Context: an optimization exercise on an open-source flow, tuned for small area, a short achievable clock period and few clock cycles per item. The choices shown serve that exercise and are no tape-out recipe. The RTL was checked by simulation tests, not by an equivalence proof against the original design. Power and IR drop assume default switching activity.

==> flow/design.v <==
package bos_pkg;
   localparam int CAPACITY = 8;
   localparam int VALUE_W  = 32;
   localparam int RSP_W    = 7;    
   localparam logic [3:0] CAP_LIMIT_RESET = 4'd8;
   typedef logic [VALUE_W-1:0] value_type;
   localparam logic [1:0] OP_INSERT = 2'd0;
   localparam logic [1:0] OP_REMOVE = 2'd1;
   localparam logic [1:0] ST_DONE      = 2'd0;
   localparam logic [1:0] ST_DUPLICATE = 2'd1;
   localparam logic [1:0] ST_FULL      = 2'd2;
   localparam logic [1:0] ST_NOT_FOUND = 2'd3;
endpackage
module bos_cell (
   input  logic               clock,
   input  logic               load,
   input  bos_pkg::value_type value,
   output logic               equal
);
   bos_pkg::value_type entry_ff;
   assign equal = (entry_ff == value);
   always_ff @(posedge clock) begin
      if (load) begin
         entry_ff <= value;
      end
   end
endmodule
module bounded_ordered_set (
   input  logic        clock,
   input  logic        reset,
   input  logic        req_tvalid,
   output logic        req_tready,
   input  logic [31:0] req_tdata,
   input  logic [1:0]  req_tuser,
   output logic        rsp_tvalid,
   input  logic        rsp_tready,
   output logic [7:0]  rsp_tdata,   
   input  logic        csr_we,
   input  logic [3:0]  csr_wdata
);
   localparam int N = bos_pkg::CAPACITY;
   localparam int W = bos_pkg::RSP_W;
   localparam int Q = 3;
   logic [N-1:0]       valid_ff;
   logic [N:0]         count_ff;    
   logic [N:0]         count_now;
   logic [N-1:0]       below_ff;    
   logic               a_valid_ff;
   logic               a_hit_ff;
   logic               a_insert_ff;
   logic               a_room_ff;
   logic               a_inc_ff;
   logic               a_dec_ff;
   logic [1:0]         q_cnt_ff;
   logic [W-1:0]       q_ff [Q];
   logic               rsp_valid_ff;
   logic [1:0]         out_cnt_ff;
   logic               ready_ff;
   logic [N-1:0]       equal;
   logic [N-1:0]       match;
   logic [N-1:0]       free_first;
   logic               hit_any;
   logic [3:0]         count;
   logic               room;
   logic               req_fire;
   logic               is_insert;
   logic               is_remove;
   logic               take;
   logic [1:0]         status;
   logic [W-1:0]       rsp_new;
   logic               pop;
   logic [1:0]         q_cnt_in;
   logic [1:0]         out_cnt_in;
   assign req_tready = ready_ff;
   assign req_fire   = req_tvalid && ready_ff;
   for (genvar i = 0; i < N; i++) begin : g_slot
      bos_cell u_cell (
         .clock (clock),
         .load  (!valid_ff[i]),
         .value (req_tdata),
         .equal (equal[i])
      );
   end
   assign match   = equal & valid_ff;
   assign hit_any = |match;
   always_comb begin
      free_first = '0;
      for (int i = N - 1; i >= 0; i--) begin
         if (!valid_ff[i]) begin
            free_first = '0;
            free_first[i] = 1'b1;
         end
      end
   end
   always_comb begin
      count = '0;
      for (int k = 0; k <= N; k++) begin
         count = count | ({4{count_now[k]}} & 4'(k));
      end
   end
   assign room      = |(count_now[N-1:0] & below_ff);
   assign is_insert = (req_tuser == bos_pkg::OP_INSERT);
   assign is_remove = (req_tuser == bos_pkg::OP_REMOVE);
   assign take      = req_fire && is_insert && room;
   always_ff @(posedge clock) begin
      if (reset) begin
         valid_ff <= '0;
      end else begin
         for (int i = 0; i < N; i++) begin
            if (match[i] && ((req_fire && is_remove) || take)) begin
               valid_ff[i] <= 1'b0;
            end else if (take && free_first[i]) begin
               valid_ff[i] <= 1'b1;
            end
         end
      end
   end
   always_comb begin
      count_now = count_ff;
      if (a_inc_ff) begin
         count_now = {count_ff[N-1:0], 1'b0};
      end else if (a_dec_ff) begin
         count_now = {1'b0, count_ff[N:1]};
      end
   end
   always_ff @(posedge clock) begin
      if (reset) begin
         count_ff <= (N+1)'(1);
         a_inc_ff <= 1'b0;
         a_dec_ff <= 1'b0;
      end else begin
         count_ff <= count_now;
         a_inc_ff <= take && !hit_any;
         a_dec_ff <= req_fire && is_remove && hit_any;
      end
   end
   always_ff @(posedge clock) begin
      a_hit_ff    <= hit_any;
      a_insert_ff <= is_insert;
      a_room_ff   <= room;
   end
   always_comb begin
      if (a_insert_ff) begin
         status = a_hit_ff ? bos_pkg::ST_DUPLICATE :
                  (a_room_ff ? bos_pkg::ST_DONE : bos_pkg::ST_FULL);
      end else begin
         status = a_hit_ff ? bos_pkg::ST_DONE : bos_pkg::ST_NOT_FOUND;
      end
   end
   assign rsp_new = {count, a_hit_ff, status};
   assign pop      = rsp_tready && rsp_valid_ff;
   assign q_cnt_in = q_cnt_ff + {1'b0, a_valid_ff} - {1'b0, pop};
   always_ff @(posedge clock) begin
      for (int k = 0; k < Q; k++) begin
         if (pop) begin
            if (k + 1 < Q && q_cnt_ff > 2'(k + 1)) begin
               q_ff[k] <= q_ff[(k + 1) % Q];
            end else begin
               q_ff[k] <= rsp_new;
            end
         end else if (q_cnt_ff <= 2'(k)) begin
            q_ff[k] <= rsp_new;
         end
      end
   end
   assign out_cnt_in = out_cnt_ff + {1'b0, req_fire} - {1'b0, pop};
   always_ff @(posedge clock) begin
      if (reset) begin
         a_valid_ff   <= 1'b0;
         for (int k = 0; k < N; k++) begin
            below_ff[k] <= (4'(k) < bos_pkg::CAP_LIMIT_RESET);
         end
         q_cnt_ff     <= '0;
         rsp_valid_ff <= 1'b0;
         out_cnt_ff   <= '0;
         ready_ff     <= 1'b1;
      end else begin
         a_valid_ff <= req_fire;
         if (csr_we) begin
            for (int k = 0; k < N; k++) begin
               below_ff[k] <= (4'(k) < csr_wdata);
            end
         end
         q_cnt_ff     <= q_cnt_in;
         rsp_valid_ff <= (q_cnt_in != 2'd0);
         out_cnt_ff   <= out_cnt_in;
         ready_ff     <= (out_cnt_in < 2'(Q));
      end
   end
   assign rsp_tvalid = rsp_valid_ff;
   assign rsp_tdata  = {1'b0, q_ff[0]};
endmodule
==> flow/run.sh <==
#!/bin/bash
# synth_recipe.tcl (not shown) runs the flow's synth.tcl, then flattens the netlist and writes it again
# the make line also repeats each setting of config.mk as NAME=value (left out here)
make -C /OpenROAD-flow-scripts/flow DESIGN_CONFIG=/design/flow/config.mk WORK_HOME=/design/flow/orfs CLKGATE_MAP_FILE= SYNTH_SCRIPT=/design/flow/synth_recipe.tcl finish
==> flow/config.mk <==
export PLATFORM = sky130hd
export DESIGN_NAME = bounded_ordered_set
export DESIGN_NICKNAME = bounded_ordered_set
export VERILOG_FILES = /design/flow/design.v
export SDC_FILE = /design/flow/constraint.sdc
export NUM_CORES = 4
export LEC_CHECK = 0
export CAP_MARGIN = 20
export CORE_MARGIN = 2
export CORE_UTILIZATION = 40
export SETUP_SLACK_MARGIN = 2.0
export SLEW_MARGIN = 20
==> flow/constraint.sdc <==
create_clock -name core_clock -period 4.0 [get_ports {clock}]
set_input_delay 0.8000 -clock core_clock [delete_from_list [all_inputs] [get_ports {clock}]]
set_output_delay 0.8000 -clock core_clock [all_outputs]
set_load 0.01 [all_outputs]
==> results of run 1 <==
==> area by class of cell <==
type / instances / area (um^2) / share of cell area, %
multi-input combinational: 505 / 4500 / 26.7
tap: 442 / 553 / 3.28
clock buffer: 53 / 1030 / 6.09
clock inverter: 13 / 98.8 / 0.586
sequential: 314 / 9070 / 53.8
timing repair buffer: 144 / 1500 / 8.88
inverter: 27 / 118 / 0.698
==> routing by layer <==
metal | GRT usage, % | vias to the layer above | routed length, um
li1 | - | 3516 | -
met1 | 26.3 | 3793 | 14600
met2 | 32.4 | 206 | 16000
met3 | 3.00 | 50 | 1660
met4 | 4.57 | 0 | 595
met5 | 0 | - | 0
==> layout by cell type, fill, tap and decap left out, types with 9 or more instances in the layout <==
master and n:
buf_12 13, buf_4 69, buf_6 21, clkbuf_1 13
clkbuf_16 39, dfxtp_1 34, edfxtp_1 277, inv_1 23
mux2_2 12, nand2_1 11, nand2b_1 11, nand3_1 13
nand4_1 58, nor2_1 29, o21ai_0 9, xnor2_1 187
xnor2_2 26, xor2_1 38
==> timing repair <==
item	CTS	global route
cloned	4	1
gates resized for setup	263	103
pin swaps	44	44
buffers inserted	27	12
endpoints found under the setup margin	27	21
hold buffers	0	0
==> metrics by stage <==
| stage | utilization (%) | hold WS (ns) | area [um^2] |
|---|---|---|---|
| after floorplan | - | 0.459 | 13500 |
| after global placement | 44.7 | 0.482 | 14600 |
| after detailed placement | 44.7 | 0.477 | 14600 |
| after CTS | 50.1 | 0.496 | 16300 |
| after global routing | 51.7 | 0.504 | 16900 |
| final | 51.7 | 0.489 | 16900 |
==> flip-flops by register name, indices dropped and copies added, names as in the netlist, 2 cells and up <==
signal,count
g_slot.u_cell.entry_ff,256
below_ff,8
count_ff,9
q_ff,21
out_cnt_ff,2
q_cnt_ff,2
valid_ff,8
==> cells by family (layout without fill, tap and decap cells) <==
logic type      count (synthesis)  after routing
simple gates                  175            175
mux                            21             21
other cells                     1              1
xor+xnor                      254            254
flops                         314            314
buf+inv                        67            237
fa+ha+maj                       4              4
compound gates                 50             50
==> tightest hold or removal path: cells and delay by family, from the launching register on <==
kind	cells	cell delay [ns]
and+or+nand+nor	1	0.06
AOI/OAI and AO/OA	1	0.08
DFF	1	0.32
==> worst paths after layout <==
kind	endpoint	cells past startpoint
setup / recovery	valid_ff[0]	10
hold / removal	below_ff[2]	2
setup reg to reg	valid_ff[5]	8
hold reg to reg	below_ff[2]	2
==> power breakdown <==
group / internal (mW) / switching, mW / total, mW / leakage, nW
registers: 3.86 / 0.122 / 3.98 / 3.24
logic: 0.479 / 0.502 / 0.981 / 2.30
clock network: 1.85 / 1.28 / 3.14 / 0.551
total: 6.19 / 1.91 / 8.10 / 6.09
==> flow_summary.json, run 1 <==
{
  "cp_slowest_cell": "nor4_2",
  "cellPowerDensity_nw_per_um2": 481,
  "cts_tree": "done",
  "grt_pass1_vias": 7468,
  "drc_errors": 0,
  "ys.warnings.count": 3,
  "postRouteAntennaNets": 0,
  "synthTopCellsByCount": "edfxtp_1, xnor2_1, nand4_1, xor2_1, dfxtp_1",
  "final_cell_count_no_fill": 1498,
  "cts_inserted_buffers": 36,
  "syn_inst": 886,
  "syn_nets": 933,
  "path_delay_family": "simple AND/OR/NAND/NOR gates",
  "hold_violations": 0,
  "postSynthAreaPerCell_um2": 15.0,
  "yosysSeqAreaShare_pct": 68.2,
  "track_usage_pct": 19.2,
  "crit_chain": "buf_12 > buf_6 > buf_4 > xnor2_1 > nand4_1 > nor4_2 > nand4_1 > buf_4 > nor2_4 > a211oi_2",
  "drt_pre_antenna_iters": 4,
  "port_buffers": 51,
  "yosysTopAreaCell": "edfxtp_1",
  "root_buffer": "clkbuf_16",
  "max-slew-margin-rel_pct": 51.9,
  "ios": 53,
  "rsz0062_at_grt": "true",
  "crit_arrival_ns": 2.42,
  "worst_ep_required_time_ns": 4.36,
  "min_period_over_period_pct": 51.6,
  "crit_path_start": "req_tdata[20]",
  "vias": 7565,
  "power_mw": 8.10,
  "crit_buf_inv": 4,
  "grt_pass1_wl_mm": 48.3,
  "yosysMostFrequentCell": "edfxtp_1",
  "r2r_start": "a_dec_ff",
  "min_from": "below_ff[2]",
  "die_x_um": 186,
  "fin_skew_ns": 0.0266,
  "fp.dieH_um": 186,
  "syn_to_final_growth_pct": 27.0,
  "critPathCaptureType": "register",
  "synthMuxAreaShare_pct": 1.80,
  "synth-edff-count": 277,
  "cts.sinks": 314,
  "synth_adder_area_share_pct": 0.377,
  "r2r_slack_ns": 1.98,
  "nFillCells": 2722,
  "syn_area_um2": 13300,
  "dpl.hpwl_mm": 20.5,
  "antenna_found_initial": 0,
  "grt_start_max_net_pins": 35,
  "synth_area_leaders": "edfxtp_1, xnor2_1, dfxtp_1",
  "cp_max_fo": 12,
  "status": "finished clean",
  "setup_viol": 0,
  "synth.distinct_cells": 58,
  "preCtsSetupSlack_ns": 0.345,
  "yosysTopAreaCellShare_pct": 62.7,
  "fmax_ghz": 0.484,
  "synth-seq-cells": 314,
  "clkTransAtPathRegs_ns": 0.06,
  "cts_max_level": 2,
  "coreArea_um2": 32600,
  "overflow": 0,
  "gp_congestion": 0.853,
  "min_period_ns": 2.06,
  "antenna_cells": 0,
  "first_iter_violations": 555,
  "synth_xor_area_share_pct": 16.8,
  "crit_path_start_kind": "input pin",
  "irDropWorstVdd_v": 0.000327,
  "maxSlewViolCount": 0,
  "place_inst": 1388,
  "clock_latency_ns": 0.52,
  "fin_setup_tns_ns": 0,
  "synth_top_family_by_area": "XOR/XNOR gates",
  "core.rowCount": 66,
  "synthFlopType": "edfxtp_1",
  "clockBufferDepth": 3,
  "wl_mm": 32.8,
  "min_path_type": "reg -> reg",
  "synth-compound-area-share_pct": 3.06,
  "fin_ws_ns": 1.94,
  "maxCapViolations": 0,
  "synthSimpleGateAreaFrac_pct": 7.43,
  "ys_async_sr_fraction_pct": 0,
  "viasPerCell": 5.05,
  "die_area_um2": 34700,
  "max_stage_delay_ns": 0.31,
  "worst_pin_slew_ns": 0.719,
  "worst-setup-path-type": "in -> reg",
  "drive_gt1_share_pct": 26.5,
  "initial_core_util_pct": 40.7,
  "p_leak_nw": 6.09,
  "wl_per_cell_um": 21.9,
  "nets": 1075
}
Testbench counts, summed over its fixed seeds: cycles 16,016, items 16,000.
==> inputs of run 2 (changes only) <==
--- a/flow/config.mk
+++ b/flow/config.mk
@@ -5,8 +5,9 @@
 export SDC_FILE = /design/flow/constraint.sdc
 export NUM_CORES = 4
 export LEC_CHECK = 0
+export ABC_AREA = 1
 export CAP_MARGIN = 20
 export CORE_MARGIN = 2
 export CORE_UTILIZATION = 40
-export SETUP_SLACK_MARGIN = 2.0
+export SETUP_SLACK_MARGIN = 2.2
 export SLEW_MARGIN = 20
==> flow_summary.json, run 2 <==
{
  "status": "finished clean",
  "clockBufferDepth": 3,
  "synth_area_leaders": "edfxtp_1, nand2_1, inv_1",
  "ios": 53,
  "clkTransAtPathRegs_ns": 0.06,
  "r2r_slack_ns": 2.27,
  "max-slew-margin-rel_pct": 41.7,
  "gp_congestion": 0.992,
  "syn_area_um2": 15400,
  "cellPowerDensity_nw_per_um2": 457,
  "critPathCaptureType": "output port",
  "worst_hold_path.endpoint": "below_ff[7]",
  "coreArea_um2": 37800,
  "synthFlopType": "edfxtp_1",
  "path_delay_family": "flip-flops",
  "vias": 12200,
  "ys_async_sr_fraction_pct": 0,
  "synth-seq-cells": 314,
  "cts.sinks": 314,
  "crit_buf_inv": 1,
  "p_leak_nw": 8.17,
  "maxSlewViolCount": 0,
  "track_usage_pct": 27.3,
  "initial_core_util_pct": 40.7,
  "yosysMostFrequentCell": "nand2_1",
  "synth-edff-count": 277,
  "clock_latency_ns": 0.55,
  "setup_viol": 0,
  "min_period_ns": 1.87,
  "fmax_ghz": 0.536,
  "hold_depth": 2,
  "drive_gt1_share_pct": 19.5,
  "syn_inst": 1669,
  "top_register": "g_slot.u_cell.entry_ff",
  "cts_hold_buf": 0,
  "fp.dieH_um": 200,
  "postSynthAreaPerCell_um2": 9.21,
  "power.switching_mw": 2.28,
  "clkPwrFrac_pct": 39.0,
  "irDropWorstVdd_v": 0.000348,
  "min_from": "below_ff[7]",
  "intPower_mw": 6.30,
  "grt_pass1_vias": 11400,
  "dpl_cell_area_um2": 16700,
  "min_period_over_period_pct": 46.7,
  "overflow": 0,
  "crit_chain": "buf_2",
  "rsz0062_at_grt": "true",
  "wl_per_cell_um": 22.8,
  "r2r_end": "valid_ff[7]",
  "synthTopCellsByCount": "nand2_1, edfxtp_1, inv_1, nor2_1, xnor2_1",
  "cts_inserted_buffers": 37,
  "die_area_um2": 40000,
  "first_iter_violations": 1247,
  "ys.warnings.count": 3,
  "crit_path_start_kind": "register",
  "worst_pin_slew_ns": 0.866,
  "viasPerCell": 5.20,
  "max_stage_delay_ns": 0.37,
  "crit_arrival_ns": 1.07,
  "syn_to_final_growth_pct": 22.0,
  "top_regs": "g_slot.u_cell.entry_ff (256), q_ff (21), count_ff (9)",
  "cp_max_fo": 1,
  "seqPwrFrac_pct": 46.7,
  "fin_setup_tns_ns": 0,
  "worst_ep_required_time_ns": 3.20,
  "synth.distinct_cells": 43,
  "dpl.hpwl_mm": 39.1,
  "cts_max_level": 2,
  "combPwrFrac_pct": 14.3,
  "maxCapViolations": 0,
  "die_x_um": 200,
  "root_buffer": "clkbuf_16",
  "cts_tree": "done",
  "r2r_start": "g_slot[7].u_cell.entry_ff[20]",
  "fin_skew_ns": 0.0154,
  "grt_start_max_net_pins": 39,
  "yosysSeqAreaShare_pct": 58.9,
  "min_path_type": "reg -> reg",
  "p_sw_share_pct": 26.6,
  "yosysTopAreaCell": "edfxtp_1",
  "antenna_found_initial": 2,
  "worst-setup-path-type": "reg -> out",
  "reg2reg_depth": 10,
  "grt_pass1_wl_mm": 76.9,
  "final_cell_mix": "nand2_1, edfxtp_1, inv_1, nor2_1, nand4_1",
  "drc_errors": 0,
  "hold_violations": 0,
  "yosysTopAreaCellShare_pct": 54.1,
  "largest_reg_flops": 256,
  "drt_pre_antenna_iters": 5,
  "fin_area_um2": 18800,
  "port_buffers": 51,
  "syn_nets": 1716,
  "nets": 1844,
  "cp_slowest_cell": "edfxtp_1",
  "final_common_cell": "nand2_1",
  "core.rowCount": 71,
  "wl_mm": 53.3,
  "postRouteAntennaNets": 0
}
[run 2: layout make-up]
type	count	area (um^2)
fill	3531	19000
sequential	314	9070
multi-input combinational	1061	5700
timing repair buffer	129	1150
inverter	254	1010
clock buffer	45	1010
tap	511	639
clock inverter	21	175
antenna	1	2.50
[run 2: how the worst max path moves through the flow]
stage	slack, ns	depth (start not counted)	start	to
6_report	2.13	1	q_ff[0][0]	rsp_tdata[0]
5_1_grt	2.09	1	q_ff[0][0]	rsp_tdata[0]
4_1_cts	2.10	1	q_ff[0][0]	rsp_tdata[0]
3_5_place_dp	0.73	12	req_tdata[20]	a_inc_ff
3_3_place_gp	0.75	12	req_tdata[20]	a_inc_ff
2_1_floorplan	2.17	14	req_tdata[17]	a_inc_ff
[run 2: power groups by stage]
stage          logic, mW  clock network (mW)  registers [mW]
2_1_floorplan      0.644                   0            4.05
3_3_place_gp        1.12                   0            4.05
3_5_place_dp        1.12                   0            4.06
4_1_cts             1.17                3.39            4.00
5_1_grt             1.35                3.50            4.04
6_report            1.23                3.34            4.00
[run 2: repair_timing]
action                     in CTS  in global routing
pin swaps                      37                 43
resized for setup             283                109
setup endpoints to repair      41                 31
setup buffers                  20                  7
gates cloned                    2                  2
[run 2: logic make-up (layout without fill, tap and decap cells)]
family / Yosys count / in the layout / synth area share [%]
xor gates and xnor gates: 89 / 89 / 5.07
DFF: 314 / 314 / 58.9
buffers and inverters: 294 / 449 / 7.98
adders and majority gates: 4 / 4 / 0.325
and+or+nand+nor: 884 / 884 / 24.5
AOI/OAI and AO/OA: 83 / 83 / 3.21
other: 1 / 2 / 0.0244
[run 2: per-layer routing]
metal	share of wire [%]	GRT usage, %	up-vias	wire length (um)
met2	43	41.2	538	23100
li1	-	-	5658	-
met1	44	39.5	5867	23500
met3	9.2	5.38	89	4880
met5	0.021	0	-	11
met4	3.5	9.30	2	1880
[run 2: worst min-delay path: stages (launching register included)]
cell     delay (ns)
dfxtp_1        0.31
nand2_1        0.06
nand2_1        0.04
[run 2: metrics by stage]
| step | utilization, % | hold slack, ns | worst slack (ns) | cells | power [mW] |
|---|---|---|---|---|---|
| 4_1_cts | 48.9 | 0.459 | 2.10 | 2326 | 8.56 |
| 3_5_place_dp | 44.2 | 0.450 | 0.728 | 2238 | 5.18 |
| 5_1_grt | 49.7 | 0.499 | 2.09 | 2335 | 8.89 |
| 2_1_floorplan | - | 0.427 | 2.17 | 1669 | 4.69 |
| 6_report | 49.7 | 0.457 | 2.13 | 2336 | 8.58 |
| 3_3_place_gp | 44.2 | 0.443 | 0.748 | 2238 | 5.17 |
==> inputs of run 3 (changes only) <==
--- a/flow/config.mk
+++ b/flow/config.mk
@@ -5,9 +5,8 @@
 export SDC_FILE = /design/flow/constraint.sdc
 export NUM_CORES = 4
 export LEC_CHECK = 0
-export ABC_AREA = 1
 export CAP_MARGIN = 20
 export CORE_MARGIN = 2
-export CORE_UTILIZATION = 40
+export CORE_UTILIZATION = 55
 export SETUP_SLACK_MARGIN = 2.2
 export SLEW_MARGIN = 20
==> flow_summary.json, run 3 <==
{
  "track_usage_pct": 26.3,
  "syn_to_final_growth_pct": 26.9,
  "min_path_type": "reg -> reg",
  "cts.sinks": 314,
  "postRouteAntennaNets": 0,
  "rsz0062_at_grt": "true",
  "postSynthAreaPerCell_um2": 15.0,
  "synth_area_leaders": "edfxtp_1, xnor2_1, dfxtp_1",
  "met3_usage_pct": 3.57,
  "clockBufferDepth": 3,
  "drc_errors": 0,
  "die_area_um2": 25400,
  "irDropWorstVdd_v": 0.000473,
  "core.rowCount": 56,
  "viasPerCell": 5.62,
  "grt_pass1_wl_mm": 49.6,
  "dpl_cell_area_um2": 14500,
  "synth.distinct_cells": 58,
  "gp_congestion": 0.899,
  "grt_start_max_net_pins": 35,
  "final_cell_mix": "edfxtp_1, xnor2_1, buf_4, nand4_1, xor2_1",
  "crit_arrival_ns": 2.51,
  "yosysSeqAreaShare_pct": 68.2,
  "crit_path_start_kind": "input pin",
  "top_regs": "g_slot.u_cell.entry_ff (256), q_ff (21), count_ff (9)",
  "syn_nets": 933,
  "top_usage_layer": "met2",
  "cellPowerDensity_nw_per_um2": 477,
  "worst_ep_required_time_ns": 4.44,
  "clkTransAtPathRegs_ns": 0.06,
  "initial_core_util_pct": 56.2,
  "synthTopCellsByCount": "edfxtp_1, xnor2_1, nand4_1, xor2_1, dfxtp_1",
  "grt_pass1_vias": 7898,
  "largest_reg_flops": 256,
  "cts_max_level": 2,
  "use_met2_pct": 45.1,
  "top_register": "g_slot.u_cell.entry_ff",
  "synth-edff-count": 277,
  "port_buffers": 51,
  "min_period_over_period_pct": 51.9,
  "vias": 7755,
  "nets": 1084,
  "max-slew-margin-rel_pct": 42.1,
  "maxSlewViolCount": 0,
  "drt_pre_antenna_iters": 5,
  "root_buffer": "clkbuf_16",
  "yosysTopAreaCell": "edfxtp_1",
  "final_common_cell": "edfxtp_1",
  "fin_setup_tns_ns": 0,
  "wl_per_cell_um": 24.2,
  "hold_violations": 0,
  "nFillCells": 1622,
  "yosysTopAreaCellShare_pct": 62.7,
  "hold_depth": 2,
  "wl_mm": 33.3,
  "overflow": 0,
  "min_period_ns": 2.08,
  "syn_area_um2": 13300,
  "synthFlopType": "edfxtp_1",
  "clock_latency_ns": 0.51,
  "preCtsSetupSlack_ns": 0.255,
  "critPathCaptureType": "register",
  "syn_inst": 886,
  "fin_area_um2": 16800,
  "setup_viol": 0,
  "drive_gt1_share_pct": 30.0,
  "ys_async_sr_fraction_pct": 0,
  "maxCapViolations": 0,
  "status": "finished clean",
  "fmax_ghz": 0.482,
  "cts_tree": "done",
  "ios": 53,
  "first_iter_violations": 729,
  "die_x_um": 159,
  "whs_ns": 0.493,
  "met1_usage_pct": 36.0,
  "coreArea_um2": 23600,
  "yosysMostFrequentCell": "edfxtp_1",
  "antenna_found_initial": 1,
  "worst-setup-path-type": "in -> reg",
  "ys.warnings.count": 3,
  "cts_hold_buf": 0,
  "power_mw": 8.03,
  "p_leak_nw": 6.18,
  "antenna_cells": 0,
  "synth-seq-cells": 314,
  "fp.dieH_um": 159,
  "cp_max_fo": 6,
  "worst_pin_slew_ns": 0.869,
  "cts_inserted_buffers": 34,
  "fin_skew_ns": 0.0187,
  "dpl.hpwl_mm": 21.2,
  "reg2reg_depth": 8,
  "fin_ws_ns": 1.92
}
## run 3: changes by cell type after synthesis, sizes merged, moves of 30 or more
cell / change
inv: -223
nand2: -534
nand3: -41
nor2: -134
xnor2: +135
xor2: +30
## run 3: metrics by stage
| step | instances | util, % |
|---|---|---|
| after floorplan | 886 | - |
| after CTS | 1363 | 69.4 |
| after global routing | 1379 | 71.3 |
| after global placement | 1265 | 61.2 |
| after detailed placement | 1265 | 61.2 |
| final | 1379 | 71.3 |
## run 3: worst paths after layout
check                                   start          end  slack (ns)
worst max-delay path            req_tdata[16]     a_dec_ff        1.92
worst min-delay path                 ready_ff   a_valid_ff        0.49
worst max register to register       a_dec_ff  valid_ff[4]        1.96
worst min register to register       ready_ff   a_valid_ff        0.49
## run 3: layout make-up
class                   count  area, um^2  share of cell area [%]
repair buffers            155        1560                    9.28
flip-flops and latches    314        9070                    53.9
well taps                 319         399                    2.37
multi-input cells         505        4650                    27.6
clock buffers              43         916                    5.44
inverters                  27         114                   0.676
clock inverters            16         134                   0.795
## run 3: power by group
| part | internal [mW] | leakage [nW] | total (mW) | switching, mW |
|---|---|---|---|---|
| sequential | 3.87 | 3.24 | 3.99 | 0.129 |
| clock | 1.75 | 0.513 | 2.99 | 1.24 |
| combinational | 0.508 | 2.43 | 1.04 | 0.533 |
## run 3: cells by family (layout without fill, tap and decap cells)
family,Yosys count,in the layout,share of synthesized area (%)
AOI/OAI and AO/OA,50,50,3.06
xor gates and xnor gates,254,254,16.8
other,1,1,0.0283
DFF,314,314,68.2
buffers and inverters,67,241,2.30
muxes,21,21,1.80
and+or+nand+nor,175,175,7.43
adders and majority gates,4,4,0.377
## run 3: what timing repair did
action                     in CTS  in global routing
resized for setup             332                 77
gates cloned                    4                  0
setup endpoints to repair      51                 46
pin swaps                      53                 45
buffers inserted               35                 16
## run 3: critical path, cell delays in order
cell      delay, ns
buf_2          0.12
buf_6          0.14
xnor2_1        0.23
nand4_1        0.21
nor4_4         0.41
nand4_1        0.20
nand4_1        0.19
o2111a_1       0.22
## run 3: layer usage
metal / share of wire [%] / wire [um]
met1: 41 / 13800
met2: 50 / 16800
met3: 6.2 / 2080
met4: 2.0 / 659
met5: 0 / 0
==> inputs of run 4 (changes only) <==
--- a/flow/config.mk
+++ b/flow/config.mk
@@ -7,6 +7,6 @@
 export LEC_CHECK = 0
 export CAP_MARGIN = 20
 export CORE_MARGIN = 2
-export CORE_UTILIZATION = 55
+export CORE_UTILIZATION = 40
 export SETUP_SLACK_MARGIN = 2.2
 export SLEW_MARGIN = 20
==> flow_summary.json, run 4 <==
{
  "min_period_ns": 2.04,
  "maxSlewViolCount": 0,
  "max-slew-margin-rel_pct": 33.4,
  "antenna_found_initial": 0,
  "top_register": "g_slot.u_cell.entry_ff",
  "status": "finished clean",
  "synth_xor_area_share_pct": 16.8,
  "synthSimpleGateAreaFrac_pct": 7.43,
  "clock_latency_ns": 0.52,
  "fp.dieH_um": 186,
  "coreArea_um2": 32600,
  "wl_per_cell_um": 22.2,
  "drt_pre_antenna_iters": 5,
  "cellPowerDensity_nw_per_um2": 483,
  "synth_top_family_by_area": "XOR/XNOR gates",
  "postRouteAntennaNets": 0,
  "antenna_cells": 0,
  "fmax_ghz": 0.490,
  "rsz0062_at_grt": "true",
  "clockBufferDepth": 3,
  "cts_hold_buf": 0,
  "syn_nets": 933,
  "grt_pass1_vias": 7659,
  "top_regs": "g_slot.u_cell.entry_ff (256), q_ff (21), count_ff (9)",
  "fin_skew_ns": 0.0181,
  "setup_viol": 0,
  "crit_chain": "buf_8 > buf_6 > xor2_1 > a211o_1 > nor4_4 > and4_1 > nand4b_1 > o2111a_1",
  "max_stage_delay_ns": 0.35,
  "p_leak_nw": 6.22,
  "cts_tree": "done",
  "crit_path_start": "req_tdata[31]",
  "syn_area_um2": 13300,
  "syn_inst": 886,
  "synth-compound-area-share_pct": 3.06,
  "nFillCells": 2686,
  "cts_max_level": 2,
  "min_period_over_period_pct": 51.0,
  "crit_path_start_kind": "input pin",
  "yosysTopAreaCellShare_pct": 62.7,
  "synth_area_leaders": "edfxtp_1, xnor2_1, dfxtp_1",
  "worst_pin_slew_ns": 0.989,
  "track_usage_pct": 20.1,
  "fin_setup_tns_ns": 0,
  "initial_core_util_pct": 40.7,
  "irDropWorstVdd_v": 0.000288,
  "crit_arrival_ns": 2.48,
  "synth-seq-cells": 314,
  "fin_ws_ns": 1.96,
  "maxCapViolations": 0,
  "preCtsSetupSlack_ns": 0.493,
  "port_buffers": 51,
  "min_path_type": "in -> reg",
  "synthFlopType": "edfxtp_1",
  "synth-edff-count": 277,
  "worst_ep_required_time_ns": 4.44,
  "grt_start_max_net_pins": 35,
  "cts_inserted_buffers": 35,
  "ys.warnings.count": 3,
  "cts.sinks": 314,
  "clkTransAtPathRegs_ns": 0.06,
  "crit_buf_inv": 2,
  "gp_congestion": 0.831,
  "cp_slowest_cell": "nor4_4",
  "critPathCaptureType": "register",
  "r2r_start": "a_dec_ff",
  "die_x_um": 186,
  "hold_violations": 0,
  "postSynthAreaPerCell_um2": 15.0,
  "largest_reg_flops": 256,
  "first_iter_violations": 604,
  "synth_adder_area_share_pct": 0.377,
  "ys_async_sr_fraction_pct": 0,
  "ios": 53,
  "whs_ns": 0.485,
  "root_buffer": "clkbuf_16",
  "drc_errors": 0,
  "wl_mm": 33.5,
  "final_cell_mix": "edfxtp_1, xnor2_1, buf_4, nand4_1, xor2_1",
  "overflow": 0,
  "yosysTopAreaCell": "edfxtp_1",
  "grt_pass1_wl_mm": 50.1,
  "syn_to_final_growth_pct": 28.2,
  "viasPerCell": 5.08,
  "drive_gt1_share_pct": 29.2,
  "power_mw": 8.22,
  "synth.distinct_cells": 58,
  "yosysSeqAreaShare_pct": 68.2,
  "synthTopCellsByCount": "edfxtp_1, xnor2_1, nand4_1, xor2_1, dfxtp_1",
  "dpl.hpwl_mm": 20.8,
  "vias": 7671,
  "cp_max_fo": 5,
  "yosysMostFrequentCell": "edfxtp_1",
  "path_delay_family": "simple AND/OR/NAND/NOR gates",
  "core.rowCount": 66,
  "min_from": "req_tdata[13]",
  "die_area_um2": 34700,
  "nets": 1088,
  "synthMuxAreaShare_pct": 1.80,
  "worst-setup-path-type": "in -> reg",
  "final_common_cell": "edfxtp_1"
}
run 4: kinds of logic after synthesis:
logic type                 Yosys count
AOI/OAI and AO/OA                   50
other                                1
buffers and inverters               67
and+or+nand+nor                    175
DFF                                314
xor gates and xnor gates           254
muxes                               21
adders and majority gates            4
run 4: final timing paths:
path | endpoint | slack [ns] | depth (start not counted)
min | g_slot[5].u_cell.entry_ff[13] | 0.49 | 1
min reg2reg | below_ff[2] | 0.49 | 2
max reg2reg | valid_ff[2] | 1.99 | 7
max | a_dec_ff | 1.96 | 8
run 4: what timing repair did:
| item | in CTS | in global routing |
|---|---|---|
| setup buffers | 33 | 9 |
| gates cloned | 9 | 0 |
| pin swaps | 48 | 27 |
| gates resized for setup | 341 | 33 |
| setup endpoints to repair | 48 | 29 |
run 4: through the flow:
step           util, %  instance area, um^2  cells
2_1_floorplan        -                13600    886
3_3_place_gp      45.0                14700   1395
3_5_place_dp      45.0                14700   1395
4_1_cts           51.6                16800   1500
5_1_grt           52.2                17000   1509
6_report          52.2                17000   1509
run 4: area by class of cell:
type                       count  area, um^2  area share (%)
tap                          442         553            3.25
sequential                   314        9070            53.3
clock buffer                  42         923            5.43
multi-input combinational    505        4490            26.4
inverter                      27         114           0.669
clock inverter                21         218            1.28
timing repair buffer         158        1650            9.72
run 4: power by group:
group	switching (mW)	internal [mW]
Sequential	0.118	3.86
Clock	1.29	1.91
Combinational	0.521	0.513
Total	1.93	6.29
run 4: metal layers:
metal / vias to the layer above / global-route usage, % / wire length, um
met4: 0 / 6.43 / 933
met5: - / 0 / 0
met1: 3832 / 27.4 / 14700
met3: 55 / 3.37 / 1980
li1: 3539 / - / -
met2: 245 / 33.0 / 15900
==> inputs of run 5 (changes only) <==
--- a/flow/config.mk
+++ b/flow/config.mk
@@ -5,8 +5,9 @@
 export SDC_FILE = /design/flow/constraint.sdc
 export NUM_CORES = 4
 export LEC_CHECK = 0
+export ABC_AREA = 1
 export CAP_MARGIN = 20
 export CORE_MARGIN = 2
 export CORE_UTILIZATION = 40
-export SETUP_SLACK_MARGIN = 2.2
+export SETUP_SLACK_MARGIN = 2.35
 export SLEW_MARGIN = 20
==> flow_summary.json, run 5 <==
{
  "synth.distinct_cells": 43,
  "fp.dieH_um": 200,
  "synthFlopType": "edfxtp_1",
  "top_usage_layer": "met2",
  "max_stage_delay_ns": 0.35,
  "cp_max_fo": 1,
  "vias": 12600,
  "postRouteAntennaNets": 0,
  "synth-seq-cells": 314,
  "cts_hold_buf": 0,
  "wl_per_cell_um": 23.9,
  "clock_latency_ns": 0.56,
  "cellPowerDensity_nw_per_um2": 428,
  "setup_viol": 0,
  "grt_pass1_vias": 11600,
  "hold_violations": 0,
  "track_usage_pct": 28.4,
  "path_delay_family": "flip-flops",
  "port_buffers": 51,
  "fin_skew_ns": 0.0204,
  "dpl.hpwl_mm": 39.2,
  "synth-edff-count": 277,
  "postSynthAreaPerCell_um2": 9.21,
  "yosysMostFrequentCell": "nand2_1",
  "cts_tree": "done",
  "status": "finished clean",
  "die_area_um2": 40000,
  "root_buffer": "clkbuf_16",
  "drt_pre_antenna_iters": 5,
  "min_path_type": "reg -> reg",
  "initial_core_util_pct": 40.7,
  "cts_inserted_buffers": 37,
  "p_leak_nw": 8.92,
  "yosysSeqAreaShare_pct": 58.9,
  "final_cell_mix": "nand2_1, edfxtp_1, inv_1, nor2_1, nand2_2",
  "die_x_um": 200,
  "ys.warnings.count": 3,
  "min_period_ns": 1.85,
  "synthTopCellsByCount": "nand2_1, edfxtp_1, inv_1, nor2_1, xnor2_1",
  "worst_pin_slew_ns": 0.888,
  "nets": 1900,
  "rsz0062_at_grt": "true",
  "grt_pass1_wl_mm": 79.4,
  "ios": 53,
  "viasPerCell": 5.26,
  "irDropWorstVdd_v": 0.000317,
  "drive_gt1_share_pct": 29.7,
  "crit_arrival_ns": 1.05,
  "crit_chain": "buf_2",
  "top_register": "g_slot.u_cell.entry_ff",
  "yosysTopAreaCell": "edfxtp_1",
  "maxCapViolations": 0,
  "maxSlewViolCount": 0,
  "first_iter_violations": 1444,
  "min_period_over_period_pct": 46.3,
  "crit_path_start_kind": "register",
  "clockBufferDepth": 3,
  "syn_area_um2": 15400,
  "syn_to_final_growth_pct": 33.8,
  "cts.sinks": 314,
  "syn_inst": 1669,
  "ys_async_sr_fraction_pct": 0,
  "critPathCaptureType": "output port",
  "final_core_util_pct": 54.5,
  "clkTransAtPathRegs_ns": 0.06,
  "top_regs": "g_slot.u_cell.entry_ff (256), q_ff (21), count_ff (9)",
  "largest_reg_flops": 256,
  "use_met2_pct": 45.3,
  "syn_nets": 1716,
  "met1_usage_pct": 39.7,
  "gp_congestion": 1.01,
  "final_common_cell": "nand2_1",
  "yosysTopAreaCellShare_pct": 54.1,
  "met3_usage_pct": 5.01,
  "coreArea_um2": 37800,
  "wl_mm": 57.1,
  "worst_ep_required_time_ns": 3.20,
  "worst-setup-path-type": "reg -> out",
  "drc_errors": 0,
  "fin_setup_tns_ns": 0,
  "cts_max_level": 2,
  "grt_start_max_net_pins": 40,
  "max-slew-margin-rel_pct": 40.2,
  "fmax_ghz": 0.540,
  "core.rowCount": 71,
  "antenna_cells": 0,
  "cp_slowest_cell": "edfxtp_1",
  "crit_buf_inv": 1,
  "synth_area_leaders": "edfxtp_1, nand2_1, inv_1",
  "antenna_found_initial": 0,
  "overflow": 0
}
run 5: final cells by class:
| cell class | instances | area, um^2 |
|---|---|---|
| fill | 3366 | 17200 |
| sequential | 314 | 9080 |
| multi-input combinational | 1061 | 6440 |
| timing repair buffer | 181 | 2170 |
| inverter | 254 | 1080 |
| clock buffer | 49 | 1020 |
| tap | 511 | 639 |
| clock inverter | 11 | 105 |
| timing repair inverter | 4 | 25.0 |
run 5: what timing repair did:
action | CTS | global route
setup endpoints to repair | 107 | 22
buffers inserted | 54 | 16
cloned | 8 | 8
pin swaps | 70 | 124
resized for setup | 439 | 272
run 5: per-layer routing:
layer / wire length [um] / vias to the layer above
li1: - / 5772
met1: 23500 / 6044
met2: 26400 / 637
met3: 5400 / 101
met4: 1810 / 0
met5: 0 / -
run 5: report_power, final:
| group | internal [mW] | switching (mW) |
|---|---|---|
| combinational | 0.610 | 0.893 |
| clock | 1.91 | 1.35 |
| sequential | 3.88 | 0.151 |
run 5: final timing paths:
| check | startpoint | slack, ns | end | cells past startpoint |
|---|---|---|---|---|
| worst min-delay path | below_ff[7] | 0.45 | below_ff[7] | 2 |
| worst max-delay path | q_ff[0][0] | 2.15 | rsp_tdata[0] | 1 |
| worst max register to register | g_slot[4].u_cell.entry_ff[15] | 2.36 | a_inc_ff | 11 |
| worst min register to register | below_ff[7] | 0.45 | below_ff[7] | 2 |
run 5: metrics by stage:
step	power [mW]	hold slack [ns]	cells	setup slack (ns)	cell area, um^2
6_report	8.80	0.454	2385	2.15	20600
5_1_grt	9.11	0.452	2385	2.10	20600
4_1_cts	8.67	0.458	2361	2.12	19400
3_5_place_dp	5.24	0.450	2239	0.648	16800
3_3_place_gp	5.23	0.444	2239	0.627	16800
2_1_floorplan	4.75	0.427	1669	2.16	15700
run 5: cells by family after synthesis:
family / count (synthesis) / synth area share (%)
buffers and inverters: 294 / 7.98
flip-flops: 314 / 58.9
AO/OA/AOI/OAI: 83 / 3.21
AND/OR/NAND/NOR: 884 / 24.5
adder cells (fa/ha/maj): 4 / 0.325
XOR/XNOR: 89 / 5.07
other: 1 / 0.0244
run 5: worst min-delay path: stages, from the launching register on:
cell and delay [ns]:
dfxtp_1 0.31, nand2_1 0.06, nand2_1 0.04
==> inputs of run 6 (changes only) <==
--- a/flow/config.mk
+++ b/flow/config.mk
@@ -9,5 +9,5 @@
 export CAP_MARGIN = 20
 export CORE_MARGIN = 2
 export CORE_UTILIZATION = 40
-export SETUP_SLACK_MARGIN = 2.35
+export SETUP_SLACK_MARGIN = 2.0
 export SLEW_MARGIN = 20
==> flow_summary.json, run 6 <==
{
  "status": "finished clean",
  "whs_ns": 0.458,
  "maxSlewViolCount": 0,
  "clock_latency_ns": 0.57,
  "ios": 53,
  "postSynthAreaPerCell_um2": 9.21,
  "p_leak_nw": 8.08,
  "min_period_ns": 2.02,
  "register_area_um2": 9060,
  "max-slew-margin-rel_pct": 40.5,
  "gp_congestion": 0.990,
  "grt_pass1_wl_mm": 77.4,
  "fin_skew_ns": 0.0261,
  "ys_async_sr_fraction_pct": 0,
  "rsz0062_at_grt": "true",
  "wl_per_cell_um": 22.9,
  "r2r_slack_ns": 2.14,
  "fmax_ghz": 0.496,
  "cts.sinks": 314,
  "ys.warnings.count": 3,
  "grt_pass1_vias": 11400,
  "initial_core_util_pct": 40.7,
  "clockBufferDepth": 3,
  "syn_to_final_growth_pct": 20.1,
  "met1_usage_pct": 39.2,
  "maxCapViolations": 0,
  "final_cell_mix": "nand2_1, edfxtp_1, inv_1, nor2_1, nand4_1",
  "cts_tree": "done",
  "use_met2_pct": 42.7,
  "worst-setup-path-type": "in -> reg",
  "first_iter_violations": 1370,
  "yosysMostFrequentCell": "nand2_1",
  "cts_hold_buf": 0,
  "cp_max_fo": 8,
  "yosysSeqAreaShare_pct": 58.9,
  "fp.dieH_um": 200,
  "dpl.hpwl_mm": 38.9,
  "irDropWorstVdd_v": 0.000251,
  "drive_gt1_share_pct": 15.5,
  "crit_path_start_kind": "input pin",
  "largest_reg_flops": 256,
  "synth-seq-cells": 314,
  "drc_errors": 0,
  "fin_setup_tns_ns": 0,
  "worst_ep_required_time_ns": 4.44,
  "final_common_cell": "nand2_1",
  "nets": 1854,
  "hold_violations": 0,
  "min_path_type": "reg -> reg",
  "wl_mm": 53.8,
  "coreArea_um2": 37800,
  "worst_pin_slew_ns": 0.884,
  "cts_inserted_buffers": 37,
  "postRouteAntennaNets": 0,
  "track_usage_pct": 27.7,
  "clkTransAtPathRegs_ns": 0.05,
  "viasPerCell": 5.17,
  "synth-edff-count": 277,
  "cts_max_level": 2,
  "root_buffer": "clkbuf_16",
  "endpoint": "a_inc_ff",
  "synthFlopType": "edfxtp_1",
  "die_x_um": 200,
  "syn_area_um2": 15400,
  "synth_area_leaders": "edfxtp_1, nand2_1, inv_1",
  "nFillCells": 3608,
  "overflow": 0,
  "r2r_start": "valid_ff[5]",
  "yosysTopAreaCellShare_pct": 54.1,
  "crit_arrival_ns": 2.46,
  "yosysTopAreaCell": "edfxtp_1",
  "synth.distinct_cells": 43,
  "syn_inst": 1669,
  "cellPowerDensity_nw_per_um2": 459,
  "port_buffers": 51,
  "top_regs": "g_slot.u_cell.entry_ff (256), q_ff (21), count_ff (9)",
  "synthTopCellsByCount": "nand2_1, edfxtp_1, inv_1, nor2_1, xnor2_1",
  "crit_path_start": "req_tdata[9]",
  "top_usage_layer": "met2",
  "multiInputGateArea_um2": 5390,
  "antenna_cells": 0,
  "setup_viol": 0,
  "critPathCaptureType": "register",
  "met3_usage_pct": 4.82,
  "top_register": "g_slot.u_cell.entry_ff",
  "die_area_um2": 40000,
  "reg2reg_depth": 12,
  "syn_nets": 1716,
  "r2r_end": "valid_ff[5]",
  "antenna_found_initial": 0,
  "grt_start_max_net_pins": 39,
  "min_period_over_period_pct": 50.4,
  "core.rowCount": 71,
  "drt_pre_antenna_iters": 6,
  "vias": 12100
}
run 6: cell counts after synthesis:
No cell type changed its count.
run 6: routing by layer:
layer  vias up  share of wire, %
met5         -                 0
met4         0               3.2
met3        82               8.6
met2       553                45
met1      5806                43
li1       5672                 -
run 6: power breakdown:
group | leakage [nW] | switching [mW] | internal [mW]
registers | 3.23 | 0.129 | 3.87
logic | 4.29 | 0.765 | 0.416
clock network | 0.562 | 1.36 | 1.93
run 6: how the worst min path moves through the flow:
stage | depth (start not counted) | start | endpoint
6_report | 2 | below_ff[7] | below_ff[7]
5_1_grt | 2 | below_ff[7] | below_ff[7]
4_1_cts | 2 | below_ff[7] | below_ff[7]
3_5_place_dp | 2 | below_ff[7] | below_ff[7]
3_3_place_gp | 2 | below_ff[7] | below_ff[7]
2_1_floorplan | 2 | below_ff[7] | below_ff[7]
run 6: per-stage QoR:
stage                     setup slack [ns]  std cells  util [%]  total power [mW]  cell area [um^2]
final                                 1.98       2345      48.9              8.47             18500
after global routing                  1.97       2345      48.9              8.79             18500
after CTS                             1.99       2338      48.5              8.50             18300
after detailed placement             0.655       2236      44.0              5.17             16600
after global placement               0.699       2236      44.0              5.16             16600
after floorplan                       2.12       1669         -              4.68             15400
run 6: critical path: stages:
cell           delay (ns)
dlygate4sd2_1        0.26
buf_12               0.13
buf_4                0.17
nand2_1              0.15
nand4_1              0.11
nor2_1               0.22
nand2_1              0.08
nor2_1               0.17
nand3_1              0.12
nand2_1              0.10
nor2_2               0.05
nand2_2              0.06
nor2_2               0.03
run 6: cell families (layout without fill, tap and decap cells):
kind of cell	after synthesis	in the layout	synth area share, %
simple gates	884	884	24.5
flops	314	314	58.9
buf+inv	294	459	7.98
xor+xnor	89	89	5.07
compound gates	83	83	3.21
fa+ha+maj	4	4	0.325
other cells	1	1	0.0244
run 6: cell type report:
class | instances | area share (%)
Multi-Input combinational cell | 1061 | 29.2
Inverter | 254 | 5.41
Clock inverter | 18 | 0.874
Tap cell | 511 | 3.46
Clock buffer | 48 | 5.34
Sequential cell | 314 | 49.0
Timing Repair Buffer | 139 | 6.67
run 6: what timing repair did:
action                                  in CTS  in global routing
cloned                                       2                  0
endpoints found under the setup margin      25                 29
setup buffers                               34                  7
gates resized for setup                    169                 86
pin swaps                                   10                 13
==> inputs of run 7 (changes only) <==
--- a/flow/config.mk
+++ b/flow/config.mk
@@ -9,5 +9,6 @@
 export CAP_MARGIN = 20
 export CORE_MARGIN = 2
 export CORE_UTILIZATION = 40
-export SETUP_SLACK_MARGIN = 2.0
+export CTS_BUF_LIST = sky130_fd_sc_hd__clkbuf_8
+export SETUP_SLACK_MARGIN = 2.2
 export SLEW_MARGIN = 20
==> flow_summary.json, run 7 <==
{
  "fin_ws_ns": 2.04,
  "ys.warnings.count": 3,
  "fmax_ghz": 0.511,
  "worst_pin_slew_ns": 0.868,
  "place_inst": 2238,
  "path_delay_family": "flip-flops",
  "cts_inserted_buffers": 54,
  "port_buffers": 51,
  "grt_pass1_wl_mm": 77.5,
  "gp_congestion": 0.992,
  "final_cell_count_no_fill": 2376,
  "yosysSeqAreaShare_pct": 58.9,
  "largest_reg_flops": 256,
  "coreArea_um2": 37800,
  "drive_gt1_share_pct": 19.1,
  "whs_ns": 0.438,
  "drt_pre_antenna_iters": 5,
  "syn_to_final_growth_pct": 20.0,
  "ios": 53,
  "final_core_util_pct": 48.9,
  "cellPowerDensity_nw_per_um2": 429,
  "worst-setup-path-type": "reg -> out",
  "cp_slowest_cell": "edfxtp_1",
  "yosysTopAreaCell": "edfxtp_1",
  "antenna_cells": 0,
  "ys_async_sr_fraction_pct": 0,
  "clkTransAtPathRegs_ns": 0.06,
  "postSynthAreaPerCell_um2": 9.21,
  "track_usage_pct": 27.5,
  "maxCapViolations": 0,
  "synth_adder_area_share_pct": 0.325,
  "min_period_ns": 1.96,
  "grt_start_max_net_pins": 39,
  "hold_violations": 0,
  "preCtsSetupSlack_ns": 0.728,
  "final_cell_mix": "nand2_1, edfxtp_1, inv_1, nor2_1, nand4_1",
  "syn_inst": 1669,
  "final_common_cell": "nand2_1",
  "core.rowCount": 71,
  "synthFlopType": "edfxtp_1",
  "vias": 12200,
  "root_buffer": "clkbuf_8",
  "cts_max_level": 2,
  "cp_max_fo": 1,
  "fin_setup_tns_ns": 0,
  "rsz0062_at_grt": "true",
  "top_register": "g_slot.u_cell.entry_ff",
  "drc_errors": 0,
  "initial_core_util_pct": 40.7,
  "syn_nets": 1716,
  "crit_chain": "buf_2",
  "synth_top_family_by_area": "simple AND/OR/NAND/NOR gates",
  "syn_area_um2": 15400,
  "cts_tree": "done",
  "viasPerCell": 5.14,
  "postRouteAntennaNets": 0,
  "dpl.hpwl_mm": 39.1,
  "cts.sinks": 314,
  "dpl_cell_area_um2": 16700,
  "clock_latency_ns": 0.65,
  "synthSimpleGateAreaFrac_pct": 24.5,
  "synth.distinct_cells": 43,
  "die_x_um": 200,
  "max_stage_delay_ns": 0.36,
  "die_area_um2": 40000,
  "synth_area_leaders": "edfxtp_1, nand2_1, inv_1",
  "critPathCaptureType": "output port",
  "crit_path_start_kind": "register",
  "max-slew-margin-rel_pct": 41.5,
  "clockBufferDepth": 3,
  "synth-compound-area-share_pct": 3.21,
  "status": "finished clean",
  "synth-edff-count": 277,
  "synth_xor_area_share_pct": 5.07,
  "yosysTopAreaCellShare_pct": 54.1,
  "worst_ep_required_time_ns": 3.20,
  "cts_hold_buf": 0,
  "fin_area_um2": 18500,
  "top_regs": "g_slot.u_cell.entry_ff (256), q_ff (21), count_ff (9)",
  "first_iter_violations": 1376,
  "nets": 1868,
  "fp.dieH_um": 200,
  "yosysMostFrequentCell": "nand2_1",
  "wl_per_cell_um": 22.6,
  "power_mw": 7.91,
  "min_period_over_period_pct": 48.9,
  "wl_mm": 53.7,
  "synth-seq-cells": 314,
  "maxSlewViolCount": 0,
  "synthTopCellsByCount": "nand2_1, edfxtp_1, inv_1, nor2_1, xnor2_1",
  "r2r_slack_ns": 2.27,
  "overflow": 0,
  "crit_buf_inv": 1,
  "synthMuxAreaShare_pct": 0,
  "irDropWorstVdd_v": 0.000269,
  "antenna_found_initial": 0,
  "grt_pass1_vias": 11600,
  "min_path_type": "in -> reg",
  "setup_viol": 0,
  "fin_skew_ns": 0.0149,
  "p_leak_nw": 8.15,
  "crit_arrival_ns": 1.16
}
## run 7: cell count changes in the layout (fill, tap and decap cells not counted), moves of 5 or more
cell,before,now
clkbuf_16,37,1
clkbuf_1,9,0
clkinv_1,14,21
nand2_1,530,508
xnor2_2,11,20
buf_6,14,19
clkdlybuf4s15_1,7,2
nand2_2,13,35
clkbuf_8,2,54
inv_1,220,235
xnor2_1,67,58
inv_4,9,15
buf_4,63,57
buf_2,9,16
## run 7: worst paths after layout
path	depth (start not counted)	from	endpoint
worst max-delay path	1	q_ff[0][0]	rsp_tdata[0]
worst max register to register	11	valid_ff[3]	a_inc_ff
worst min register to register	2	below_ff[7]	below_ff[7]
worst min-delay path	1	req_tdata[23]	g_slot[3].u_cell.entry_ff[23]
## run 7: kinds of logic after synthesis
group,after synthesis
adder cells (fa/ha/maj),4
buffers and inverters,294
XOR/XNOR,89
flip-flops,314
other,1
AND/OR/NAND/NOR,884
AO/OA/AOI/OAI,83
## run 7: where the power goes
group	internal [mW]	switching, mW	total (mW)
sequential	3.87	0.127	4.00
combinational	0.435	0.784	1.22
clock	1.32	1.37	2.69
## run 7: metal layers
layer	GRT usage [%]	up-vias	wire [um]
met1	40.1	5902	24000
li1	-	5705	-
met5	0	-	0
met2	41.4	543	23400
met3	4.23	73	4340
met4	10.6	0	1920
## run 7: cell type report
cell class                      count  area (um^2)
Multi-Input combinational cell   1061         5590
Fill cell                        3630        19300
Timing Repair inverter              1         7.51
Inverter                          254         1020
Tap cell                          511          639
Timing Repair Buffer              135         1170
Clock inverter                     46          220
Clock buffer                       54          743
Sequential cell                   314         9070
## run 7: timing repair
| item | in CTS | in global routing |
|---|---|---|
| endpoints found under the setup margin | 41 | 35 |
| pin swaps | 26 | 31 |
| buffers inserted | 24 | 11 |
| gates resized for setup | 215 | 111 |
| gates cloned | 1 | 2 |
==> inputs of run 8 (changes only) <==
--- a/flow/config.mk
+++ b/flow/config.mk
@@ -5,10 +5,10 @@
 export SDC_FILE = /design/flow/constraint.sdc
 export NUM_CORES = 4
 export LEC_CHECK = 0
-export ABC_AREA = 1
 export CAP_MARGIN = 20
 export CORE_MARGIN = 2
 export CORE_UTILIZATION = 40
-export CTS_BUF_LIST = sky130_fd_sc_hd__clkbuf_8
+export CTS_CLUSTER_DIAMETER = 120
+export CTS_CLUSTER_SIZE = 25
 export SETUP_SLACK_MARGIN = 2.2
 export SLEW_MARGIN = 20
==> flow_summary.json, run 8 <==
{
  "hold_violations": 0,
  "synthFlopType": "edfxtp_1",
  "top_regs": "g_slot.u_cell.entry_ff (256), q_ff (21), count_ff (9)",
  "nFillCells": 2743,
  "core.rowCount": 66,
  "cts_inserted_buffers": 16,
  "postRouteAntennaNets": 0,
  "synth_area_leaders": "edfxtp_1, xnor2_1, dfxtp_1",
  "clockBufferDepth": 3,
  "clkTransAtPathRegs_ns": 0.10,
  "cp_max_fo": 4,
  "yosysTopAreaCellShare_pct": 62.7,
  "fin_skew_ns": 0.0267,
  "overflow": 0,
  "wl_per_cell_um": 22.4,
  "postSynthAreaPerCell_um2": 15.0,
  "fp.dieH_um": 186,
  "yosysMostFrequentCell": "edfxtp_1",
  "p_sw_share_pct": 24.2,
  "port_buffers": 51,
  "final_common_cell": "edfxtp_1",
  "fin_setup_tns_ns": 0,
  "ys.warnings.count": 3,
  "cts_hold_buf": 0,
  "final_cell_mix": "edfxtp_1, xnor2_1, buf_4, nand4_1, xor2_1",
  "track_usage_pct": 19.6,
  "die_area_um2": 34700,
  "top_register": "g_slot.u_cell.entry_ff",
  "worst_ep_required_time_ns": 4.44,
  "fmax_ghz": 0.481,
  "maxSlewViolCount": 0,
  "power_mw": 6.84,
  "met3_usage_pct": 2.36,
  "antenna_found_initial": 0,
  "synth-seq-cells": 314,
  "syn_area_um2": 13300,
  "status": "finished clean",
  "seqPwrFrac_pct": 58.1,
  "min_from": "ready_ff",
  "syn_nets": 933,
  "synth.distinct_cells": 58,
  "dpl.hpwl_mm": 20.8,
  "power.switching_mw": 1.66,
  "vias": 7526,
  "grt_start_max_net_pins": 35,
  "initial_core_util_pct": 40.7,
  "max-slew-margin-rel_pct": 36.9,
  "coreArea_um2": 32600,
  "largest_reg_flops": 256,
  "cts_max_level": 1,
  "nets": 1073,
  "yosysTopAreaCell": "edfxtp_1",
  "p_leak_nw": 5.88,
  "clock_latency_ns": 0.52,
  "grt_pass1_wl_mm": 49.1,
  "met1_usage_pct": 27.4,
  "min_period_ns": 2.08,
  "die_x_um": 186,
  "worst-setup-path-type": "in -> reg",
  "worst_pin_slew_ns": 0.937,
  "yosysSeqAreaShare_pct": 68.2,
  "maxCapViolations": 0,
  "ios": 53,
  "use_met2_pct": 32.3,
  "drt_pre_antenna_iters": 4,
  "min_period_over_period_pct": 51.9,
  "drc_errors": 0,
  "first_iter_violations": 610,
  "drive_gt1_share_pct": 28.2,
  "root_buffer": "clkbuf_16",
  "cellPowerDensity_nw_per_um2": 417,
  "synthTopCellsByCount": "edfxtp_1, xnor2_1, nand4_1, xor2_1, dfxtp_1",
  "intPower_mw": 5.18,
  "irDropWorstVdd_v": 0.000342,
  "combPwrFrac_pct": 15.2,
  "viasPerCell": 5.09,
  "r2r_start": "a_dec_ff",
  "wl_mm": 33.1,
  "ys_async_sr_fraction_pct": 0,
  "antenna_cells": 0,
  "setup_viol": 0,
  "min_path_type": "reg -> reg",
  "clkPwrFrac_pct": 26.7,
  "gp_congestion": 0.831,
  "grt_pass1_vias": 7441,
  "critPathCaptureType": "register",
  "cts.sinks": 314,
  "crit_arrival_ns": 2.52,
  "rsz0062_at_grt": "true",
  "top_usage_layer": "met2",
  "crit_path_start": "req_tdata[16]",
  "cts_tree": "done",
  "syn_to_final_growth_pct": 23.7,
  "crit_path_start_kind": "input pin",
  "syn_inst": 886,
  "synth-edff-count": 277
}
==> run 8: what timing repair did <==
item,4_1_cts,5_1_grt
cloned,7,1
endpoints found under the setup margin,48,32
setup buffers,29,18
pin swaps,47,34
gates resized for setup,322,42
==> run 8: kinds of logic (layout without fill, tap and decap cells) <==
kind of cell	after synthesis	after routing	share of synthesized area [%]
flops	314	314	68.2
xor+xnor	254	254	16.8
simple gates	175	175	7.43
buf+inv	67	217	2.30
compound gates	50	50	3.06
mux	21	21	1.80
fa+ha+maj	4	4	0.377
other cells	1	1	0.0283
==> run 8: layout make-up <==
type                            instances  area, um^2  area share (%)
Clock buffer                           27         463            2.82
Clock inverter                          1        11.3          0.0686
Inverter                               27         118           0.716
Multi-Input combinational cell        505        4530            27.6
Sequential cell                       314        9070            55.3
Tap cell                              442         553            3.37
Timing Repair Buffer                  162        1670            10.2
==> run 8: path summary, 6_finish.rpt <==
check,endpoint,slack [ns],cells past startpoint
hold reg to reg,a_valid_ff,0.49,2
hold / removal,a_valid_ff,0.49,2
setup / recovery,a_dec_ff,1.92,9
setup reg to reg,valid_ff[0],1.95,9
==> run 8: power groups by stage <==
stage | combinational [mW] | sequential (mW) | clock [mW]
3_3_place_gp | 0.872 | 4.04 | 0
6_report | 1.04 | 3.97 | 1.83
5_1_grt | 1.13 | 4.01 | 1.99
2_1_floorplan | 0.558 | 4.04 | 0
4_1_cts | 1.00 | 3.97 | 1.88
3_5_place_dp | 0.881 | 4.05 | 0
==> run 8: through the flow <==
step | std cells | hold slack (ns) | area (um^2) | worst slack (ns) | util, %
4_1_cts | 1459 | 0.483 | 16100 | 1.93 | 49.3
3_3_place_gp | 1395 | 0.482 | 14700 | 0.511 | 45.0
5_1_grt | 1478 | 0.511 | 16400 | 1.86 | 50.3
6_report | 1478 | 0.493 | 16400 | 1.92 | 50.3
3_5_place_dp | 1395 | 0.479 | 14700 | 0.493 | 45.0
2_1_floorplan | 886 | 0.459 | 13600 | 1.84 | -
==> run 8: per-layer routing <==
metal / part of all wire (%) / vias to the layer above / wire [um]
met5: 0 / - / 0
li1: - / 3490 / -
met4: 3.4 / 0 / 1110
met2: 48 / 196 / 15800
met1: 45 / 3778 / 14800
met3: 4.3 / 62 / 1430
==> run 8: critical path, cell delays in order <==
cell,delay (ns)
clkdlybuf4s15_2,0.25
buf_4,0.19
xnor2_2,0.15
nand4_1,0.16
nor4_1,0.29
nand4_1,0.12
buf_4,0.18
nand4b_1,0.16
o2111a_1,0.21

-- separate check: timing with driven ports --
The results above use ideal ports. As a check the final layouts listed here were re-extracted and re-timed, cells and wires unchanged.
Step 1 (the two cells are an assumption about what drives the block):
set clk [get_ports {clock}]
set_driving_cell -lib_cell sky130_fd_sc_hd__clkbuf_16 $clk
set_driving_cell -lib_cell sky130_fd_sc_hd__buf_2 [delete_from_list [all_inputs] $clk]
Step 2, shift: input delay + t, output delay - t, t = (earliest + latest rising clock arrival at the registers) / 2. This alone moves slack from input paths to output paths.
Slacks: ideal ports / drivers / drivers and shift; pairs: ideal ports / drivers.
run	t (ns)	slack for setup (ns)	worst hold slack (ns)
run 1	0.554	1.936 / 1.935 / 1.381	0.489 / 0.483 / 0.489
run 2	0.601	2.133 / 2.081 / 1.618	0.457 / 0.457 / 0.457
run 3	0.553	1.923 / 1.952 / 1.398	0.493 / 0.493 / 0.493
run 4	0.558	1.959 / 1.969 / 1.411	0.485 / 0.488 / 0.491
run 5	0.601	2.147 / 2.100 / 1.750	0.454 / 0.454 / 0.454
run 6	0.605	1.983 / 2.003 / 1.414	0.458 / 0.458 / 0.458
run 7	0.693	2.045 / 1.997 / 1.550	0.438 / 0.422 / 0.458
run 8	0.554	1.923 / 1.943 / 1.389	0.493 / 0.493 / 0.493
After both steps setup and hold are still met in every run listed. For run 6, which loses most, drivers alone change the setup slack by +0.020 ns; drivers and shift together by -0.569 ns.
